Source: an optimization exercise on an open RTL-to-GDS flow (aim: small area and a short achievable clock period). Production flows keep margins and buffers that such runs may drop. At most, simulation tests tie the RTL to the original design; equivalence was not proved. No driver is modelled on the clock port, so clock power and skew are understated where the tree is cut down; a real chip needs a root buffer or a tree. Power is estimated from default activity; no workload was simulated.

==> inputs of lagoon <==
Design wallace_mult_top, start of the top module:
module wallace_mult_top (
    input  logic        clk,
    input  logic        arst_n,
    input  logic        in_valid,
    input  logic [15:0] a,
    input  logic [15:0] b,
    output logic        out_valid,
    output logic [31:0] product,
    output logic        busy
);
clock: 11.0 ns
lec_check: 0
cap_margin: 20
core_margin: 2
core_utilization: 40
cts_buf_list: sky130_fd_sc_hd__clkbuf_4 sky130_fd_sc_hd__clkbuf_8 sky130_fd_sc_hd__clkbuf_16
cts_cluster_diameter: 150
cts_cluster_size: 40
slew_margin: 20
synth_hierarchical: 1
synth_minimum_keep_size: 0
standard.sh (not shown) runs the stock make flow with config.mk's settings and CLKGATE_MAP_FILE= SYNTH_SCRIPT=/design/flow/synth_recipe.tcl, a recipe that flattens the netlist after the stock synthesis.
==> flow/flow/run.sh <==
#!/bin/bash
# Standard ORFS layout (standard.sh, unchanged synthesis) with two changes: ports are
# buffered with sky130_fd_sc_hd__buf_2 instead of the default delay buffer, and repair_timing aims for
# extra setup slack.
set -euo pipefail
export BUFFER_PORTS_ARGS="-buffer_cell sky130_fd_sc_hd__buf_2"
export SETUP_SLACK_MARGIN=8.1
bash standard.sh > standard_flow.log 2>&1
==> indigo (differences from lagoon) <==
- CTS_BUF_LIST: sky130_fd_sc_hd__clkbuf_4 sky130_fd_sc_hd__clkbuf_8 sky130_fd_sc_hd__clkbuf_16 -> sky130_fd_sc_hd__clkbuf_8
- CTS_CLUSTER_DIAMETER: 150 -> 100
- CTS_CLUSTER_SIZE: 40 -> 30
==> notes <==
lagoon finished clean. indigo went through all stages and came out clean. Fmax is about the same in indigo and lagoon. Via count is about the same in indigo and lagoon. Sequential cell count is the same in lagoon and indigo. Against lagoon, the core utilization of indigo is lower by 0.81 points. In synthesized cell count, lagoon and indigo do not differ. In sequential power, lagoon and indigo hardly differ. Against indigo, the non-clock buffer count of lagoon is higher by 2. Routed wire length: indigo is smaller than lagoon (1.2%). Synthesized area is the same in indigo and lagoon. Of indigo and lagoon, lagoon has the higher setup slack (gap 2.1 ps). In cell count, lagoon and indigo hardly differ.
==> figures <==
Result of the run: lagoon complete, no violations; indigo complete, no violations
Power density over cell area: lagoon 385 mW/mm2; indigo 380 mW/mm2
Detailed-routing wirelength on met1: lagoon 10300 um; indigo 10200 um
Worst setup path startpoint: lagoon r0_c15_0; indigo r0_c15_2
Leakage power: lagoon 4.14 nW; indigo 4.05 nW
M3 GR Usage: lagoon 0.0441; indigo 0.0482
Ratio of layout area to synthesized area: lagoon 1.170x; indigo 1.150x
Clock tree skew after final layout: lagoon 9.29 ps; indigo 16.7 ps
Proportion of layout cells with a drive suffix above 1: lagoon 0.224; indigo 0.224
Via count of the first global-routing pass: lagoon 6492; indigo 6498
Post-detailed-route via-to-cell ratio: lagoon 5.04; indigo 5.05
Peak Freq: lagoon 313 MHz; indigo 313 MHz
Combinational group share of total power: lagoon 0.659; indigo 0.682
Final non-filler cell total: lagoon 1202; indigo 1200
Drt initial violations: lagoon 461; indigo 429
Period utilization: lagoon 0.290; indigo 0.290
Crit path time final: lagoon 3190 ps; indigo 3190 ps
Signal buffers share of area: lagoon 0.0474; indigo 0.0469
Clock-pin transition on the worst setup and hold timing paths: lagoon 60 ps; indigo 80 ps
Clock-cell share of area: lagoon 0.0545; indigo 0.0384
Net switching component of the power: lagoon 1.78 mW; indigo 1.76 mW
Flip-flop and latch share of the layout cell area: lagoon 0.274; indigo 0.279
Worst EP arrival: lagoon 3550 ps; indigo 3580 ps
No run of this note included a check of the RTL's function; only the layout flow was run.

* * *

==> run G <==
wallace_mult_top, a different RTL version from the one above (not shown whole).
Settings: LEC_CHECK=0, CAP_MARGIN=20, CORE_MARGIN=2, CORE_UTILIZATION=40, SLEW_MARGIN=20, SYNTH_HIERARCHICAL=1, SYNTH_MINIMUM_KEEP_SIZE=0; clock period 11.0 ns.
==> flow/flow/run.sh <==
#!/bin/bash
# The standard ORFS layout (standard.sh, with its synthesis unchanged) with three changes:
#  - every port is buffered with sky130_fd_sc_hd__buf_2 instead of the default delay buffer
#    (flow/place_pre.tcl, when present, picks buf_1 for inputs and buf_2 for outputs);
#  - the clock tree is built by flow/cts_pre.tcl instead of TritonCTS: the clock port drives
#    $CLK_NL1 first-level cells, each driving leaf cells placed at the centres of k-means
#    clusters of the flip-flops, so every flip-flop sees the same two cells;
#  - repair_timing aims for $SETUP_SLACK_MARGIN ns of extra setup slack.
# make's output goes to standard_flow.log; each ORFS step keeps its own log in orfs/logs.
set -euo pipefail
export BUFFER_PORTS_ARGS="-buffer_cell sky130_fd_sc_hd__buf_2"
export SETUP_SLACK_MARGIN=8.0
export PRE_CTS_TCL="$(pwd)/flow/cts_pre.tcl"
export CLK_NLEAF=8
export CLK_NL1=4
export CLK_LEAF_CELL=sky130_fd_sc_hd__clkinv_8
export CLK_L1_CELL=sky130_fd_sc_hd__clkinv_8
bash standard.sh > standard_flow.log 2>&1
Other scripts of this flow, unchanged in this note and not shown: flow/flow/cts_pre.tcl
==> run Z (differences from run G) <==
==> flow/flow/run.sh (replaced) <==
#!/bin/bash
# Standard ORFS layout (standard.sh, unchanged synthesis) with three changes: ports are
# buffered with sky130_fd_sc_hd__buf_2 instead of the default delay buffer; the clock tree is one level of
# clkbuf_16 buffers placed by flow/cts_pre.tcl instead of TritonCTS; and repair_timing
# aims for extra setup slack. The make output goes to standard_flow.log; each ORFS step
# keeps its own log under orfs/logs.
set -euo pipefail
export BUFFER_PORTS_ARGS="-buffer_cell sky130_fd_sc_hd__buf_2"
export SETUP_SLACK_MARGIN=8.1
export PRE_CTS_TCL="$(pwd)/flow/cts_pre.tcl"
export CLK_NLEAF=8
export CLK_NL1=4
export CLK_LEAF_CELL=sky130_fd_sc_hd__clkinv_8
export CLK_L1_CELL=sky130_fd_sc_hd__clkinv_8
bash standard.sh > standard_flow.log 2>&1
--- a/flow/config.mk
+++ b/flow/config.mk
@@ -9,3 +9,3 @@
 export CORE_MARGIN = 2
-export CORE_UTILIZATION = 40
+export CORE_UTILIZATION = 55
 export SLEW_MARGIN = 20
==> run A (differences from run G) <==
==> flow/flow/run.sh (replaced) <==
#!/bin/bash
# The standard ORFS layout (standard.sh, with its synthesis unchanged) with three changes:
#  - every port is buffered with buf_2 instead of the default delay buffer (clkdlybuf4s50_1);
#  - the clock tree is built by flow/cts_pre.tcl instead of TritonCTS: the clock port drives
#    4 clkinv_8 cells, each driving 2 clkinv_8 leaf cells placed at the centres of k-means
#    clusters of the flip-flops, so every flip-flop's clock passes the same two inverters;
#  - repair_timing aims for 8.1 ns of extra setup slack (SETUP_SLACK_MARGIN).
# make's output goes to standard_flow.log; each ORFS step keeps its own log in orfs/logs.
set -euo pipefail
export BUFFER_PORTS_ARGS="-buffer_cell sky130_fd_sc_hd__buf_2"
export SETUP_SLACK_MARGIN=8.1
export PRE_CTS_TCL="$(pwd)/flow/cts_pre.tcl"
export CLK_NLEAF=8
export CLK_NL1=4
export CLK_LEAF_CELL=sky130_fd_sc_hd__clkinv_8
export CLK_L1_CELL=sky130_fd_sc_hd__clkinv_8
bash standard.sh > standard_flow.log 2>&1
==> notes.md <==
- Run G ran to the end with no violations. Run A finished clean. Run Z passed the timing, DRC and antenna checks.
- In clock power, run Z and run G hardly differ.
- Between run A and run Z, the lower utilization is in run A (gap 17 points).
- In synthesized cell count, run A and run Z do not differ.
- First-iteration DRC count, lowest first: run A, run G, run Z.
- Final area: run Z > run A > run G.
- Setup slack: run A > run Z > run G.
- The highest total power belongs to run Z, the lowest to run G.
- Global-route usage, highest first: run Z, run A, run G.
- In area after synthesis, run G and run Z do not differ.
- The lowest sequential share of layout area belongs to run Z, the highest to run G.
==> figures <==
quantity                                                     run G      run A      run Z
Clk pwr share                                                 7.4%       7.4%       7.2%
Non-Filler Cell Area, Final                              10700 µm²  10800 µm²  10800 µm²
Max Clock Freq                                           0.340 GHz  0.352 GHz  0.347 GHz
Sequential cell area                                      2930 µm²   2930 µm²   2930 µm²
Sw frac                                                      46.5%      46.4%      46.6%
Cell Count Post-Placement                                     1204       1204       1110
Routed vias/inst                                              5.25       5.30       5.85
Last element of the critical path                         r0_c15_1   r0_c13_1   r0_c18_1
Clock group power                                           239 µW     239 µW     238 µW
Count of nets after finishing                                 1125       1132       1148
Sequential cell area share                                   27.4%      27.2%      27.1%
Endpoint of the most critical register-to-register path   r0_c15_1   r0_c13_1   r0_c18_1
Final non-filler cell total                                   1239       1246       1168
Unrepaired setup endpoints after global routing                 no        yes        yes
Post-detailed-placement cell area                        10100 µm²  10100 µm²  10000 µm²
Int Power                                                  1730 µW    1740 µW    1750 µW
Vias in the first global route                                6574       6679       6723
Pre-Repair DR Iteration Count                                    5          5          6
Ratio of layout area to synthesized area                    1.110x     1.123x     1.125x
Later-pin clock latency in the skew report                 0.15 ns    0.14 ns    0.14 ns
Result of the run                         timing/DRC/antenna clean  timing/DRC/antenna clean  timing/DRC/antenna clean
In every run of this note, the design's own scripts or RTL, not TritonCTS, make the clock network.

* * *

==> run a: inputs <==
Starting RTL as in the previous note.
export LEC_CHECK = 0
export CAP_MARGIN = 20
export CORE_MARGIN = 2
export CORE_UTILIZATION = 40
export SLEW_MARGIN = 20
export SYNTH_HIERARCHICAL = 1
export SYNTH_MINIMUM_KEEP_SIZE = 0
create_clock -name core_clock -period 11.0 [get_ports {clk}]
==> flow/flow/run.sh <==
#!/bin/bash
# Standard ORFS layout (standard.sh, unchanged synthesis) with three changes: ports are
# buffered with sky130_fd_sc_hd__buf_2 instead of the default delay buffer; the clock tree is one level of
# clkbuf_16 buffers placed by flow/cts_pre.tcl instead of TritonCTS; and repair_timing
# aims for extra setup slack. The make output goes to standard_flow.log; each ORFS step
# keeps its own log under orfs/logs.
set -euo pipefail
export BUFFER_PORTS_ARGS="-buffer_cell sky130_fd_sc_hd__buf_2"
export SETUP_SLACK_MARGIN=8.1
export PRE_CTS_TCL="$(pwd)/flow/cts_pre.tcl"
export PRE_GLOBAL_PLACE_TCL="$(pwd)/flow/place_pre.tcl"
export CLK_NLEAF=8
export CLK_NL1=4
export CLK_LEAF_CELL=sky130_fd_sc_hd__clkinv_8
export CLK_L1_CELL=sky130_fd_sc_hd__clkinv_8
bash standard.sh > standard_flow.log 2>&1
==> flow/flow/place_pre.tcl <==
# Port buffers: a small buf_1 on each input (it drives one flip-flop) and buf_2 on each
# output (it drives the 0.01 pF output load). Every port still gets its own buffer.
rename buffer_ports orfs_buffer_ports
proc buffer_ports { args } {
  orfs_buffer_ports -inputs -buffer_cell sky130_fd_sc_hd__buf_1
  orfs_buffer_ports -outputs -buffer_cell sky130_fd_sc_hd__buf_2
}
Other scripts of this flow, unchanged in this note and not shown: flow/flow/cts_pre.tcl
==> run b: changes against run a <==
==> flow/flow/run.sh (replaced) <==
#!/bin/bash
# The standard ORFS layout (standard.sh, with its synthesis unchanged) with three changes:
#  - every port is buffered with sky130_fd_sc_hd__buf_2 instead of the default delay buffer
#    (flow/place_pre.tcl, when present, picks buf_1 for inputs and buf_2 for outputs);
#  - the clock tree is built by flow/cts_pre.tcl instead of TritonCTS: the clock port drives
#    $CLK_NL1 first-level cells, each driving leaf cells placed at the centres of k-means
#    clusters of the flip-flops, so every flip-flop sees the same two cells;
#  - repair_timing aims for $SETUP_SLACK_MARGIN ns of extra setup slack.
# make's output goes to standard_flow.log; each ORFS step keeps its own log in orfs/logs.
set -euo pipefail
export BUFFER_PORTS_ARGS="-buffer_cell sky130_fd_sc_hd__buf_2"
export SETUP_SLACK_MARGIN=8.1
export PRE_CTS_TCL="$(pwd)/flow/cts_pre.tcl"
export CLK_NLEAF=8
export CLK_NL1=4
export CLK_LEAF_CELL=sky130_fd_sc_hd__clkinv_8
export CLK_L1_CELL=sky130_fd_sc_hd__clkinv_8
bash standard.sh > standard_flow.log 2>&1
--- a/flow/config.mk
+++ b/flow/config.mk
@@ -12,2 +12,3 @@
 export SYNTH_HIERARCHICAL = 1
 export SYNTH_MINIMUM_KEEP_SIZE = 0
+export TNS_END_PERCENT = 0
removed: flow/flow/place_pre.tcl
==> run c: changes against run a <==
==> flow/flow/run.sh (replaced) <==
#!/bin/bash
# The standard ORFS layout (standard.sh, with its synthesis unchanged) with three changes:
#  - every port is buffered with buf_2 instead of the default delay buffer (clkdlybuf4s50_1);
#  - the clock tree is built by flow/cts_pre.tcl instead of TritonCTS: the clock port drives
#    4 clkinv_8 cells, each driving 2 clkinv_8 leaf cells placed at the centres of k-means
#    clusters of the flip-flops, so every flip-flop's clock passes the same two inverters;
#  - repair_timing aims for 8.1 ns of extra setup slack (SETUP_SLACK_MARGIN).
# make's output goes to standard_flow.log; each ORFS step keeps its own log in orfs/logs.
set -euo pipefail
export BUFFER_PORTS_ARGS="-buffer_cell sky130_fd_sc_hd__buf_2"
export SETUP_SLACK_MARGIN=8.1
export SKIP_REPAIR_TIE_FANOUT=1
export PRE_CTS_TCL="$(pwd)/flow/cts_pre.tcl"
export PRE_GLOBAL_PLACE_TCL="$(pwd)/flow/place_pre.tcl"
export CLK_NLEAF=8
export CLK_NL1=4
export CLK_LEAF_CELL=sky130_fd_sc_hd__clkinv_8
export CLK_L1_CELL=sky130_fd_sc_hd__clkinv_8
bash standard.sh > standard_flow.log 2>&1
==> notes.md <==
item                                                       run b      run c      run a
Maximum operating frequency                            0.343 GHz  0.352 GHz  0.349 GHz
Required time reported for the critical path endpoint   11.02 ns   11.03 ns   11.02 ns
Sequential cell area share                                 27.7%      27.3%      26.8%
Post-layout min period                                   2.91 ns    2.84 ns    2.86 ns
Final design instance area without fill                10600 um2  10700 um2  10900 um2
Worst path setup slack after routing                     8.09 ns    8.16 ns    8.14 ns
Combinational share of power                               66.3%      66.3%      66.7%
Wire length per cell after detailed routing              18.2 um    18.6 um    18.8 um
Clock group total power                                   236 uW     233 uW     240 uW
Area taken by multi-input logic gates                   6510 um2   6530 um2   6600 um2
Overall fraction of global-route tracks in use             17.6%      17.3%      18.6%
Final hold slack                                        0.356 ns   0.360 ns   0.362 ns
Power consumed by combinational cells                    2.14 mW    2.14 mW    2.20 mW
Instance area at placement                             10100 um2  10000 um2  10100 um2
Routed met3 length                                       1.26 mm    1.72 mm    1.53 mm
Flop+latch power                                          852 uW     855 uW     854 uW
Total wire length                                        22.3 mm    22.9 mm    23.8 mm
Post-CTS Setup Inserts                                         5          0         15
Detailed-placement wirelength estimate                   16.7 mm    16.3 mm    16.4 mm
Status                                  timing/DRC/antenna clean  timing/DRC/antenna clean  timing/DRC/antenna clean
Share of the clock period used by the worst path           26.5%      25.8%      26.0%
Overall power                                            3.22 mW    3.23 mW    3.29 mW
Routing usage on met1                                      26.6%      26.3%      26.5%
Reg area                                                2920 um2   2930 um2   2930 um2
In every run of this note, the design's own scripts or RTL, not TritonCTS, make the clock network.

* * *

==> inputs of job 9578 <==
Starting RTL as in the previous note.
export LEC_CHECK = 0
export CAP_MARGIN = 20
export CORE_MARGIN = 2
export CORE_UTILIZATION = 40
export SLEW_MARGIN = 20
export SYNTH_HIERARCHICAL = 1
export SYNTH_MINIMUM_KEEP_SIZE = 0
export TNS_END_PERCENT = 0
create_clock -name core_clock -period 11.0 [get_ports {clk}]
==> flow/flow/run.sh <==
#!/bin/bash
# The standard ORFS layout (standard.sh, with its synthesis unchanged) with three changes:
#  - every port is buffered with sky130_fd_sc_hd__buf_2 instead of the default delay buffer
#    (flow/place_pre.tcl, when present, picks buf_1 for inputs and buf_2 for outputs);
#  - the clock tree is built by flow/cts_pre.tcl instead of TritonCTS: the clock port drives
#    $CLK_NL1 first-level cells, each driving leaf cells placed at the centres of k-means
#    clusters of the flip-flops, so every flip-flop sees the same two cells;
#  - repair_timing aims for $SETUP_SLACK_MARGIN ns of extra setup slack.
# make's output goes to standard_flow.log; each ORFS step keeps its own log in orfs/logs.
set -euo pipefail
export BUFFER_PORTS_ARGS="-buffer_cell sky130_fd_sc_hd__buf_2"
export SETUP_SLACK_MARGIN=8.2
export PRE_CTS_TCL="$(pwd)/flow/cts_pre.tcl"
export CLK_NLEAF=8
export CLK_NL1=4
export CLK_LEAF_CELL=sky130_fd_sc_hd__clkinv_8
export CLK_L1_CELL=sky130_fd_sc_hd__clkinv_8
bash standard.sh > standard_flow.log 2>&1
Other scripts of this flow, unchanged in this note and not shown: flow/flow/cts_pre.tcl
==> job 7852 (differences from job 9578) <==
==> flow/flow/run.sh (replaced) <==
#!/bin/bash
# Standard ORFS layout (standard.sh, unchanged synthesis) with three changes: ports are
# buffered with sky130_fd_sc_hd__buf_2 instead of the default delay buffer; the clock tree is one level of
# clkbuf_16 buffers placed by flow/cts_pre.tcl instead of TritonCTS; and repair_timing
# aims for extra setup slack. The make output goes to standard_flow.log; each ORFS step
# keeps its own log under orfs/logs.
set -euo pipefail
export BUFFER_PORTS_ARGS="-buffer_cell sky130_fd_sc_hd__buf_2"
export SETUP_SLACK_MARGIN=8.1
export PRE_CTS_TCL="$(pwd)/flow/cts_pre.tcl"
export CLK_NLEAF=8
export CLK_NL1=4
export CLK_LEAF_CELL=sky130_fd_sc_hd__clkinv_8
export CLK_L1_CELL=sky130_fd_sc_hd__clkinv_8
bash standard.sh > standard_flow.log 2>&1
--- a/flow/config.mk
+++ b/flow/config.mk
@@ -13,2 +13 @@
 export SYNTH_MINIMUM_KEEP_SIZE = 0
-export TNS_END_PERCENT = 0
==> comparison <==
Job 7852 ran to the end with no violations. Job 9578 produced a clean layout. In synthesized area, job 9578 and job 7852 do not differ. Against job 7852, the hold slack of job 9578 is higher by 0.0030 ns. Between job 7852 and job 9578, the lower maximum frequency is in job 9578 (gap about 0.37%, measured against job 9578). Critical path depth is the same in job 7852 and job 9578. Of job 7852 and job 9578, job 9578 has the higher final area (gap about 2.5%, measured against job 9578).
No run of this note takes its clock network from TritonCTS; it comes from the design's own scripts or RTL.

## what the ideal ports hide
No port has a modelled driver above. Below, the same layouts with a new extraction and two added sets of constraints.
Step 1 assumes that a clkbuf_16 drives the clock port and a buf_2 every other input.
Step 2 also shifts input and output timing later by t, the mid clock arrival at the registers, as if the neighbouring blocks saw the same clock.
Three values: ideal ports, drivers, drivers and shift; two values: the first two.
run | t, ns | setup slack, ns | hold slack, ns | worst data-port slew with drivers (ns) | cell pins on the clock port's net
lagoon | 0.472 | 7.807 / 7.807 / 7.807 | 0.357 / 0.357 / 0.357 | 0.03 | 1
indigo | 0.492 | 7.805 / 7.802 / 7.805 | 0.361 / 0.361 / 0.361 | 0.03 | 1
run G of note 2 | 0.298 | 8.062 / 8.028 / 8.061 | 0.360 / 0.360 / 0.360 | 0.04 | 4
run Z of note 2 | 0.294 | 8.119 / 8.012 / 8.118 | 0.360 / 0.360 / 0.360 | 0.04 | 4
run A of note 2 | 0.297 | 8.160 / 8.015 / 8.159 | 0.359 / 0.359 / 0.359 | 0.03 | 4
run a of note 3 | 0.294 | 8.139 / 8.007 / 8.138 | 0.362 / 0.363 / 0.363 | 0.03 | 4
run b of note 3 | 0.288 | 8.087 / 8.031 / 8.087 | 0.356 / 0.357 / 0.357 | 0.03 | 4
run c of note 3 | 0.292 | 8.157 / 8.034 / 8.156 | 0.360 / 0.361 / 0.361 | 0.03 | 4
job 9578 | 0.294 | 8.149 / 8.034 / 8.149 | 0.362 / 0.362 / 0.362 | 0.03 | 4
job 7852 | 0.297 | 8.160 / 8.015 / 8.159 | 0.359 / 0.359 / 0.359 | 0.03 | 4
After both steps every run listed still meets setup and hold.
